This design comes from an exercise in tuning for small area, a short achievable clock period and few clock cycles per item on the open sky130 flow, not from production work. RTL that was checked went through simulation tests only; none was proved equivalent to the original. No activity file was given, so power comes from the tool's default toggle rates.

==> flow/design.v (excerpt) <==
module ansi_escape_sgr_parser #(
    parameter int QD = 3         
) (
    input  logic                  aclk,
    input  logic                  aresetn,
    input  logic                  cfg_wr_en,
    input  logic [CFG_IDX_W-1:0]  cfg_index,
    input  logic [CFG_DATA_W-1:0] cfg_wr_data,
    input  logic                  s_valid,
    output logic                  s_ready,
    input  logic [7:0]            s_byte_in,
    output logic                  m_valid,
    input  logic                  m_ready,
    output logic [1:0]            m_result_kind,
    output logic [7:0]            m_char_code,
    output logic [23:0]           m_text_rgb,
    output logic [23:0]           m_back_rgb,
    output logic [1:0]            m_weight,
    output logic                  m_italic,
    output logic                  m_underline,
    output logic                  m_last
);
Size: roughly 200 flip-flops, about 110 I/O pins, roughly 8600 um2 of cells after synthesis.
==> flow/config.mk <==
export PLATFORM = sky130hd
export DESIGN_NAME = ansi_escape_sgr_parser
export DESIGN_NICKNAME = ansi_escape_sgr_parser
export VERILOG_FILES = /design/flow/design.v
export SDC_FILE = /design/flow/constraint.sdc
export NUM_CORES = 4
export LEC_CHECK = 0
export ABC_AREA = 1
export CAP_MARGIN = 5
export CORE_MARGIN = 2
export CORE_UTILIZATION = 60
export CTS_CLUSTER_DIAMETER = 100
export CTS_CLUSTER_SIZE = 24
export SETUP_SLACK_MARGIN = 3.2
export SLEW_MARGIN = 5
export TNS_END_PERCENT = 0
==> flow/constraint.sdc <==
create_clock -name core_clock -period 5.0 [get_ports {aclk}]
set_input_delay 1.0000 -clock core_clock [delete_from_list [all_inputs] [get_ports {aclk}]]
set_output_delay 1.0000 -clock core_clock [all_outputs]
set_load 0.01 [all_outputs]
standard.sh (not shown) runs the stock make flow with config.mk's settings and CLKGATE_MAP_FILE= SYNTH_SCRIPT=/design/flow/synth_recipe.tcl, a recipe that flattens the netlist after the stock synthesis.
==> flow/flow/run.sh <==
#!/bin/bash
# Standard layout, with the port buffers made from a plain buffer cell.
set -euo pipefail
export BUFFER_PORTS_ARGS="-buffer_cell sky130_fd_sc_hd__buf_2"
bash standard.sh > standard.log 2>&1
Testbench counts at the start, summed over its fixed seeds: cycles 25,466, items 24,000.
==> next run, changes <==
CAP_MARGIN = 20   (was 5)
CORE_UTILIZATION = 70   (was 60)
SLEW_MARGIN = 20   (was 5)
The changed run produced a clean layout.
Final area climbs by 3.4%.
Synthesized cell count stays the same.
Via count climbs by 9.7%.
Count of clock-buffer cells in the layout drops by 2.
Register-to-register slack hardly moves.
Clock power is about the same.

* * *

Another version of the RTL of ansi_escape_sgr_parser (not shown whole).
Size: ~110 I/O pins, ~9900 um^2 of cells after synthesis.
// ansi_escape_sgr_parser
module ansi_escape_sgr_parser #(
    parameter int QD = 3         
) (
    input  logic                  aclk,
    input  logic                  aresetn,
    input  logic                  cfg_wr_en,
    input  logic [CFG_IDX_W-1:0]  cfg_index,
    input  logic [CFG_DATA_W-1:0] cfg_wr_data,
    input  logic                  s_valid,
    output logic                  s_ready,
    input  logic [7:0]            s_byte_in,
    output logic                  m_valid,
    input  logic                  m_ready,
    output logic [1:0]            m_result_kind,
    output logic [7:0]            m_char_code,
    output logic [23:0]           m_text_rgb,
    output logic [23:0]           m_back_rgb,
    output logic [1:0]            m_weight,
    output logic                  m_italic,
    output logic                  m_underline,
    output logic                  m_last
);
Settings: LEC_CHECK=0, ABC_AREA=1, CAP_MARGIN=20, CORE_MARGIN=2, CORE_UTILIZATION=40, SETUP_SLACK_MARGIN=3.6, SLEW_MARGIN=20, TNS_END_PERCENT=0; clock period 5.0 ns.
run.sh (not shown) runs the stock make flow with config.mk's settings and CLKGATE_MAP_FILE= SYNTH_SCRIPT=/design/flow/synth_recipe.tcl, a recipe that flattens the netlist after the stock synthesis.
Stock flow here: none of the scripts above is used.
The starting point completed with no timing, DRC or antenna violations.
==> next run, changes <==
==> flow/flow/run.sh (new file) <==
#!/bin/bash
# Standard layout, with the port buffers made from a plain buffer cell.
set -euo pipefail
export BUFFER_PORTS_ARGS="-buffer_cell sky130_fd_sc_hd__buf_2"
bash standard.sh > standard.log 2>&1
==> flow/standard.sh (new file) <==
#!/bin/bash
# synth_recipe.tcl (not shown) runs the flow's synth.tcl, then flattens the netlist and writes it again
# the make line also repeats each setting of config.mk as NAME=value (left out here)
make -C /OpenROAD-flow-scripts/flow DESIGN_CONFIG=/design/flow/config.mk WORK_HOME=/design/flow/orfs CLKGATE_MAP_FILE= SYNTH_SCRIPT=/design/flow/synth_recipe.tcl "${@:-finish}"
SETUP_SLACK_MARGIN = 3.2   (was 3.6)
removed: flow/run.sh
Power climbs by 1.6%.
Wire length drops by 1.8%.
Final area drops by 4.9%.
Die area is unchanged.
Clock-buffer cell count drops by 4.
Utilization drops by 2.7 points.
Register-to-register slack gets worse by 0.09 ns.
Setup slack gets better by 0.011 ns.
Sequential cell count does not change.
No functional check of the RTL was part of any run of this note.

* * *

ansi_escape_sgr_parser again, from the RTL that the note above started with.
==> flow/design.v (excerpt) <==
module ansi_escape_sgr_parser #(
    parameter int QD = 3         
) (
    input  logic                  aclk,
    input  logic                  aresetn,
    input  logic                  cfg_wr_en,
    input  logic [CFG_IDX_W-1:0]  cfg_index,
    input  logic [CFG_DATA_W-1:0] cfg_wr_data,
    input  logic                  s_valid,
    output logic                  s_ready,
    input  logic [7:0]            s_byte_in,
    output logic                  m_valid,
    input  logic                  m_ready,
    output logic [1:0]            m_result_kind,
    output logic [7:0]            m_char_code,
    output logic [23:0]           m_text_rgb,
    output logic [23:0]           m_back_rgb,
    output logic [1:0]            m_weight,
    output logic                  m_italic,
    output logic                  m_underline,
    output logic                  m_last
);
clock: 5.0 ns
lec_check: 0
abc_area: 1
cap_margin: 20
core_margin: 2
core_utilization: 40
setup_slack_margin: 3.2
slew_margin: 20
tns_end_percent: 0
Stock flow here: none of the scripts above is used.
Edit:
Settings changed: SETUP_SLACK_MARGIN 3.2 to 2.5, TNS_END_PERCENT 0 to unset.
After rerunning:
- worst setup slack degrades by 0.29 ns
- global-route usage came out lower by 0.55 points
- clock power rises by about 8%
- die area stays the same
- wire length falls by 6.3%
Function was not checked in any run of this note: the RTL went through the layout flow alone.

afterwards: timing with drivers on the ports:
Ports are ideal in the flow. The routed layouts listed here were re-timed in OpenROAD.
Step 1 (the two cells are an assumption about what drives the block):
set clk [get_ports {aclk}]
set_driving_cell -lib_cell sky130_fd_sc_hd__clkbuf_16 $clk
set_driving_cell -lib_cell sky130_fd_sc_hd__buf_2 [delete_from_list [all_inputs] $clk]
Step 2 adds t to the input delays and takes it off the output delays; t is the mean of the earliest and latest rising clock arrival at the registers after step 1. Input paths then give back, and output paths get back, about the clock's delay inside the block.
Slacks: no drivers / after step 1 / after step 2; pairs: no drivers / after step 1.
run	t, ns	slack for setup (ns)	worst setup path at the end
the first run of note 1	0.504	3.005 / 2.972 / 2.482	input to register
the second run of note 1	0.510	2.968 / 2.982 / 2.472	input to register
the first run of note 2	0.552	2.840 / 2.853 / 2.302	input to register
the second run of note 2	0.557	2.851 / 2.871 / 2.318	input to register
the first run of note 3	0.552	2.840 / 2.853 / 2.302	input to register
the second run of note 3	0.562	2.547 / 2.499 / 1.993	input to register
After both steps setup and hold are still met in every run listed. For the second run of note 3, which loses most, drivers alone change the setup slack by -0.048 ns; drivers and shift together by -0.554 ns.
